Source: an optimization exercise on an open RTL-to-GDS flow (aim: small area, a short achievable clock period and few clock cycles). Production flows keep margins and buffers that such runs may drop. At most, simulation tests tie the RTL to the original design; equivalence was not proved. Power and IR drop assume default switching activity.

== the previous run ==
==> flow/design.v <==
module read_bmap_row #(
    parameter int DATA_WIDTH  = 32,
    parameter int ADDR_WIDTH  = 32,
    parameter int PIXEL_WIDTH = 16,
    parameter int PIPE_LEN    = 7     
) (
    input  logic                   aclk,
    input  logic                   areset,
    input  logic                   req,
    input  logic [ADDR_WIDTH-1:0]  fb_base_in,
    input  logic [31:0]            wmod_in,
    input  logic [31:0]            xcur_in,
    input  logic [31:0]            ycur_in,
    input  logic [31:0]            hdx_in,
    input  logic [31:0]            hdy_in,
    input  logic [31:0]            cnt_in,
    output logic                   mem_req,
    output logic                   mem_we,
    output logic [ADDR_WIDTH-1:0]  mem_addr,
    output logic [DATA_WIDTH-1:0]  mem_wdata,
    input  logic [DATA_WIDTH-1:0]  mem_rdata,
    input  logic                   mem_resp,
    output logic [PIXEL_WIDTH-1:0] pixel,
    output logic                   pix_valid,
    input  logic                   pix_ready,
    output logic                   pix_last,
    output logic                   busy,
    output logic                   done
);
    localparam int AW = $clog2(PIPE_LEN);
    localparam int RN = PIPE_LEN - 1;        
    localparam int RW = $clog2(RN);
    logic        r_init;    
    logic        r_mac;     
    logic        r_slow;    
    logic        r_run;     
    logic        r_zero;    
    logic        r_drain;   
    logic        r_busy;
    logic        r_done;
    logic        r_mem_req;
    logic [31:0] r_x;       
    logic [31:0] r_y;       
    logic [31:0] r_hdx;
    logic [31:0] r_hdy;
    logic [31:0] r_w;       
    logic [31:0] r_p;       
    logic [31:0] r_r;       
    logic [31:0] r_cnt;     
    logic        r_last;    
    logic [16:0] r_m;       
    logic        r_mp;      
    logic        r_dp, r_dm;          
    logic        r_fast;              
    logic        r_fc, r_fco;         
    logic [31:0] r_opx;
    logic        r_inv;
    logic [PIXEL_WIDTH-1:0] r_od;     
    logic                   r_ov;     
    logic                   r_ol;     
    logic [PIXEL_WIDTH-1:0] r_dat [RN];
    logic [RW:0]            r_rp;     
    logic [RW:0]            r_hp;     
    logic [(1<<AW)-1:0]     r_up;
    logic [AW:0]            r_wp;     
    logic [AW:0]            r_rc;     
    logic [AW:0]            r_occ;    
    logic                   r_full;   
    function automatic logic [32:0] pfx_add32(input logic [31:0] a, input logic [31:0] b,
                                              input logic cin);
        logic [31:0] p, g, gg, pp, ng, np;
        p  = a ^ b;
        g  = a & b;
        gg = {g[31:1], g[0] | (p[0] & cin)};
        pp = p;
        for (int d = 1; d < 32; d = d * 2) begin
            ng = gg;
            np = pp;
            for (int i = d; i < 32; i++) begin
                ng[i] = gg[i] | (pp[i] & gg[i-d]);
                np[i] = pp[i] & pp[i-d];
            end
            gg = ng;
            pp = np;
        end
        pfx_add32 = {gg[31], p ^ {gg[30:0], cin}};
    endfunction
    function automatic logic [32:0] csel_add32(input logic [31:0] a, input logic [31:0] b,
                                               input logic cin);
        logic [16:0] lo;
        logic [16:0] h0, h1;
        lo = pfx_add32({16'd0, a[15:0]}, {16'd0, b[15:0]}, cin);
        h0 = pfx_add32({16'd0, a[31:16]}, {16'd0, b[31:16]}, 1'b0);
        h1 = pfx_add32({16'd0, a[31:16]}, {16'd0, b[31:16]}, 1'b1);
        csel_add32 = {lo[16] ? h1 : h0, lo[15:0]};
    endfunction
    logic [32:0] w_ysum;
    logic        w_c, w_co;
    logic        w_hz, w_hm, w_hp1;
    logic        w_dz, w_dp, w_dm;
    logic [16:0] w_yfs;
    logic        w_yones, w_yzero;
    assign w_ysum  = csel_add32(r_y, r_hdy, 1'b0);
    assign w_co    = w_ysum[32];
    assign w_yfs   = {1'b0, r_y[15:0]} + {1'b0, r_hdy[15:0]};
    assign w_c     = w_yfs[16];
    assign w_hz    = (r_hdy[31:16] == 16'h0000);
    assign w_hm    = (r_hdy[31:16] == 16'hFFFF);
    assign w_hp1   = (r_hdy[31:16] == 16'h0001);
    assign w_yones = (r_y[31:16] == 16'hFFFF);
    assign w_yzero = (r_y[31:16] == 16'h0000);
    assign w_dz    = (w_hz && !w_c) || (w_hm && w_c);
    assign w_dp    = (w_hz && w_c && !w_yones) || (w_hp1 && !w_c && !w_yones);
    assign w_dm    = w_hm && !w_c && !w_yzero;
    logic w_issue, w_pop, w_mlast, w_mul_any, w_plast;
    assign w_issue   = r_run && (!r_full || w_pop);
    assign w_pop     = r_ov && pix_ready;
    assign w_plast   = r_ol;
    assign w_mul_any = r_init || r_mac || r_slow;
    assign w_mlast   = (r_m[16:1] == 16'h0000) || (r_m[16:1] == 16'hFFFF);
    logic [31:0] w_mul;
    logic [31:0] w_pnext;
    assign w_mul   = r_mac ? r_r : r_w;
    logic [32:0] w_psum;
    assign w_psum  = csel_add32(r_p, r_opx, r_inv);
    assign w_pnext = w_psum[31:0];
    logic [2:0] w_dig;
    logic       w_dig_r, w_dig_on;
    logic       w_ndp, w_ndm;
    assign w_ndp = (r_init || w_issue) ? w_dp : r_dp;
    assign w_ndm = (r_init || w_issue) ? w_dm : r_dm;
    always_comb begin
        w_dig_on = 1'b1;
        w_dig_r  = 1'b0;
        w_dig    = 3'b000;
        if (!r_busy) begin
            w_dig = {ycur_in[17:16], 1'b0};
        end else if (w_mul_any && !w_mlast) begin
            w_dig   = r_m[3:1];
            w_dig_r = 1'b1;
        end else if (w_issue && !r_last && !r_fast) begin
            w_dig = {r_hdy[17:16], r_fc};
        end else begin
            w_dig_on = 1'b0;
        end
    end
    logic [31:0] w_byte;
    logic [32:0] w_bsum, w_xsum;
    assign w_bsum = csel_add32(r_p, {15'd0, r_x[31:16], 1'b0}, 1'b0);
    assign w_byte = w_bsum[31:0];
    assign w_xsum = csel_add32(r_x, r_hdx, 1'b0);
    function automatic logic [RW:0] rinc(input logic [RW:0] p);
        rinc = (p[RW-1:0] == RW'(RN - 1)) ? {~p[RW], {RW{1'b0}}} : p + 1'b1;
    endfunction
    logic [PIXEL_WIDTH-1:0] w_half;
    logic w_rempty, w_resp_o, w_resp_ring, w_ring_o, w_ov_n, w_drain_n, w_ol_n;
    logic [RW:0] w_rp_n, w_hp_n;
    logic [AW:0] w_wp_n, w_rc_n, w_occ_n;
    assign w_half      = r_up[r_rc[AW-1:0]] ? mem_rdata[31:16] : mem_rdata[15:0];
    assign w_rempty    = (r_rp == r_hp);
    assign w_resp_o    = mem_resp && w_rempty && (!r_ov || w_pop);
    assign w_resp_ring = mem_resp && !w_resp_o;
    assign w_ring_o    = w_pop && !w_rempty;
    assign w_ov_n      = (r_ov && !w_pop) || w_ring_o || w_resp_o;
    assign w_rp_n      = w_resp_ring ? rinc(r_rp) : r_rp;
    assign w_hp_n      = w_ring_o ? rinc(r_hp) : r_hp;
    assign w_wp_n      = r_wp + {{AW{1'b0}}, w_issue};
    assign w_rc_n      = r_rc + {{AW{1'b0}}, mem_resp};
    assign w_occ_n     = r_occ + {{AW{1'b0}}, w_issue} - {{AW{1'b0}}, w_pop};
    assign w_drain_n   = (w_pop && r_ol) ? 1'b0 : (r_drain || (w_issue && r_last));
    assign w_ol_n      = w_ov_n && w_drain_n && (w_occ_n == (AW+1)'(1));
    always_ff @(posedge aclk) begin
        if (areset) begin
            r_init    <= 1'b0;
            r_mac     <= 1'b0;
            r_slow    <= 1'b0;
            r_run     <= 1'b0;
            r_zero    <= 1'b0;
            r_drain   <= 1'b0;
            r_ov      <= 1'b0;
            r_ol      <= 1'b0;
            r_rc      <= '0;
            r_occ     <= '0;
            r_busy    <= 1'b0;
            r_done    <= 1'b0;
            r_mem_req <= 1'b0;
            r_wp      <= '0;
            r_rp      <= '0;
            r_hp      <= '0;
            r_full    <= 1'b0;
        end else begin
            r_mem_req <= w_issue;
            r_wp      <= w_wp_n;
            r_rc      <= w_rc_n;
            r_rp      <= w_rp_n;
            r_hp      <= w_hp_n;
            r_occ     <= w_occ_n;
            r_full    <= (w_occ_n == (AW+1)'(PIPE_LEN));
            r_ov      <= w_ov_n;
            r_ol      <= w_ol_n;
            r_drain   <= w_drain_n;
            r_done    <= (w_pop && w_plast) || r_zero;
            if ((w_pop && w_plast) || r_zero) r_busy <= 1'b0;
            else if (req) r_busy <= 1'b1;
            r_init <= !r_busy && req && (cnt_in != 32'd0);
            r_zero <= !r_busy && req && (cnt_in == 32'd0);
            if (w_mul_any) begin
                r_mac <= !w_mlast;
                r_run <= w_mlast;
            end
            r_slow <= w_issue && !r_last && !r_fast;
            if (w_issue && (r_last || !r_fast)) r_run <= 1'b0;
        end
    end
    always_ff @(posedge aclk) begin
        if (!r_busy) begin
            r_x    <= xcur_in;
            r_y    <= ycur_in;
            r_hdx  <= hdx_in;
            r_hdy  <= hdy_in;
            r_w    <= wmod_in;
            r_p    <= fb_base_in;
            r_cnt  <= cnt_in;
            r_last <= (cnt_in == 32'd1);
            r_m    <= {1'b0, ycur_in[31:16]};
            r_mp   <= 1'b0;
        end else begin
            if (w_mul_any) begin
                r_p  <= w_pnext;
                r_r  <= {w_mul[29:0], 2'b00};
                r_m  <= {{2{r_m[16]}}, r_m[16:2]};
                r_mp <= r_m[1];
            end
            if (r_init || w_issue) begin
                r_y    <= w_ysum[31:0];
                r_fc   <= w_c;
                r_fco  <= w_co;
                r_dp   <= w_dp;
                r_dm   <= w_dm;
                r_fast <= w_dz || w_dp || w_dm;
            end
            if (w_issue) begin
                r_x    <= w_xsum[31:0];
                r_cnt  <= r_cnt - 32'd1;
                r_last <= (r_cnt == 32'd2);
                r_r    <= {2'b00, w_byte[31:2]};
                if (r_fast) r_p <= w_pnext;
                r_m    <= {r_fco, r_hdy[31:16]};
                r_mp   <= r_fc;
            end
        end
    end
    logic        w_one, w_two, w_neg;
    logic [31:0] w_base;
    assign w_one  = w_dig_on ? (w_dig[1] ^ w_dig[0]) : (w_ndp || w_ndm);
    assign w_two  = w_dig_on && ((w_dig[2] && !w_dig[1] && !w_dig[0]) || (!w_dig[2] && w_dig[1] && w_dig[0]));
    assign w_neg  = w_dig_on ? (w_dig[2] && !(w_dig[1] && w_dig[0])) : w_ndm;
    assign w_base = !r_busy ? wmod_in : (w_dig_r ? {w_mul[29:0], 2'b00} : r_w);
    always_ff @(posedge aclk) begin
        r_opx <= (({32{w_one}} & w_base) | ({32{w_two}} & {w_base[30:0], 1'b0})) ^ {32{w_neg}};
        r_inv <= w_neg;
    end
    always_ff @(posedge aclk) begin
        if (w_issue) begin
            r_up[r_wp[AW-1:0]]  <= w_byte[1];
        end
        if (w_resp_ring) r_dat[r_rp[RW-1:0]] <= w_half;
        if (w_ring_o)    r_od <= r_dat[r_hp[RW-1:0]];
        else if (w_resp_o) r_od <= w_half;
    end
    assign mem_req   = r_mem_req;
    assign mem_addr  = {2'b00, r_r[29:0]};
    assign mem_we    = 1'b0;
    assign mem_wdata = '0;
    assign pixel     = r_od;
    assign pix_valid = r_ov;
    assign pix_last  = w_plast;
    assign busy      = r_busy;
    assign done      = r_done;
endmodule
==> flow/config.mk <==
export PLATFORM = sky130hd
export DESIGN_NAME = read_bmap_row
export DESIGN_NICKNAME = read_bmap_row
export VERILOG_FILES = /design/flow/design.v
export SDC_FILE = /design/flow/constraint.sdc
export NUM_CORES = 4
export LEC_CHECK = 0
export CAP_MARGIN = 20
export CORE_MARGIN = 2
export CORE_UTILIZATION = 65
export CTS_BUF_LIST = sky130_fd_sc_hd__clkbuf_8
export CTS_CLUSTER_DIAMETER = 60
export CTS_CLUSTER_SIZE = 16
export SETUP_SLACK_MARGIN = 4.5
export SLEW_MARGIN = 20
==> flow/constraint.sdc <==
create_clock -name core_clock -period 8.0 [get_ports {aclk}]
set_input_delay 1.6000 -clock core_clock [delete_from_list [all_inputs] [get_ports {aclk}]]
set_output_delay 1.6000 -clock core_clock [all_outputs]
set_load 0.01 [all_outputs]
standard.sh (not shown) runs the stock make flow with config.mk's settings and CLKGATE_MAP_FILE= SYNTH_SCRIPT=/design/flow/synth_recipe.tcl, a recipe that flattens the netlist after the stock synthesis.
==> flow/flow/run.sh <==
#!/bin/bash
# Standard layout, with the port buffers made of the smallest buffer cell.
export BUFFER_PORTS_ARGS="-buffer_cell sky130_fd_sc_hd__buf_1"
bash standard.sh > standard.log 2>&1
### the previous run -> the current run
diff --git a/flow/design.v b/flow/design.v
--- a/flow/design.v
+++ b/flow/design.v
@@ -82,28 +82,19 @@
             end
             gg = ng;
             pp = np;
         end
         pfx_add32 = {gg[31], p ^ {gg[30:0], cin}};
     endfunction
-    function automatic logic [32:0] csel_add32(input logic [31:0] a, input logic [31:0] b,
-                                               input logic cin);
-        logic [16:0] lo;
-        logic [16:0] h0, h1;
-        lo = pfx_add32({16'd0, a[15:0]}, {16'd0, b[15:0]}, cin);
-        h0 = pfx_add32({16'd0, a[31:16]}, {16'd0, b[31:16]}, 1'b0);
-        h1 = pfx_add32({16'd0, a[31:16]}, {16'd0, b[31:16]}, 1'b1);
-        csel_add32 = {lo[16] ? h1 : h0, lo[15:0]};
-    endfunction
     logic [32:0] w_ysum;
     logic        w_c, w_co;
     logic        w_hz, w_hm, w_hp1;
     logic        w_dz, w_dp, w_dm;
     logic [16:0] w_yfs;
     logic        w_yones, w_yzero;
-    assign w_ysum  = csel_add32(r_y, r_hdy, 1'b0);
+    assign w_ysum  = pfx_add32(r_y, r_hdy, 1'b0);
     assign w_co    = w_ysum[32];
     assign w_yfs   = {1'b0, r_y[15:0]} + {1'b0, r_hdy[15:0]};
     assign w_c     = w_yfs[16];
     assign w_hz    = (r_hdy[31:16] == 16'h0000);
     assign w_hm    = (r_hdy[31:16] == 16'hFFFF);
     assign w_hp1   = (r_hdy[31:16] == 16'h0001);
@@ -119,13 +110,13 @@
     assign w_mul_any = r_init || r_mac || r_slow;
     assign w_mlast   = (r_m[16:1] == 16'h0000) || (r_m[16:1] == 16'hFFFF);
     logic [31:0] w_mul;
     logic [31:0] w_pnext;
     assign w_mul   = r_mac ? r_r : r_w;
     logic [32:0] w_psum;
-    assign w_psum  = csel_add32(r_p, r_opx, r_inv);
+    assign w_psum  = pfx_add32(r_p, r_opx, r_inv);
     assign w_pnext = w_psum[31:0];
     logic [2:0] w_dig;
     logic       w_dig_r, w_dig_on;
     logic       w_ndp, w_ndm;
     assign w_ndp = (r_init || w_issue) ? w_dp : r_dp;
     assign w_ndm = (r_init || w_issue) ? w_dm : r_dm;
@@ -143,15 +134,15 @@
         end else begin
             w_dig_on = 1'b0;
         end
     end
     logic [31:0] w_byte;
     logic [32:0] w_bsum, w_xsum;
-    assign w_bsum = csel_add32(r_p, {15'd0, r_x[31:16], 1'b0}, 1'b0);
+    assign w_bsum = pfx_add32(r_p, {15'd0, r_x[31:16], 1'b0}, 1'b0);
     assign w_byte = w_bsum[31:0];
-    assign w_xsum = csel_add32(r_x, r_hdx, 1'b0);
+    assign w_xsum = pfx_add32(r_x, r_hdx, 1'b0);
     function automatic logic [RW:0] rinc(input logic [RW:0] p);
         rinc = (p[RW-1:0] == RW'(RN - 1)) ? {~p[RW], {RW{1'b0}}} : p + 1'b1;
     endfunction
     logic [PIXEL_WIDTH-1:0] w_half;
     logic w_rempty, w_resp_o, w_resp_ring, w_ring_o, w_ov_n, w_drain_n, w_ol_n;
     logic [RW:0] w_rp_n, w_hp_n;
--- outcome ---
On the current run: sequential share of cell area is 0.43 points lower than what the previous run gave. Against the previous run, the current run comes in 0.21 points lower on relative area of clock buffers and inverters in the final design. Clock network power share down 1.6 points in the current run wrt the previous run. Diff the previous run -> the current run: number of cells in the finished layout apart from fillers up 63; die boundary width +about 1%; clock period minus worst slack went down; part of the total power dissipated in sequential elements now smaller. Looking at timing endpoint of the critical path, the busy result is from the current run; the r_opx[17] one comes from the previous run. [compare] base=the previous run new=the current run: setup slack went up by 76 ps; largest net degree at the start of global routing went down by 123; final area went up by about 1%; total leakage power rose about 0.33%.
Testbench counts of the current run, summed over its fixed seeds: cycles 30,202.
The RTL of the previous run was laid out without a check of its function.

static timing again, ports no longer ideal:
The flow's constraints put no driver on any port. The routed layouts listed below were extracted and timed again, unchanged, in two steps.
Step 1, drivers: a clkbuf_16 drives aclk and a buf_2 each remaining input, both assumed.
Step 2 also shifts input and output timing later by t, the mid clock arrival at the registers, as if the neighbouring blocks saw the same clock.
Three values: no drivers, after step 1, after step 2; two values: the first two.
| run | t (ns) | slack for setup (ns) | worst setup path after step 2 | latest minus earliest clock arrival (ns) | cell pins on the clock port's net |
|---|---|---|---|---|---|
| the previous run | 0.681 | 4.545 / 4.576 / 3.895 | input to register | 0.032 / 0.032 | 1 |
| the current run | 0.688 | 4.621 / 4.568 / 3.951 | input to register | 0.054 / 0.054 | 1 |
After both steps setup and hold are still met in every run listed. The setup slack of the current run, which loses most, moves by -0.053 ns with the drivers and by -0.670 ns with both steps.
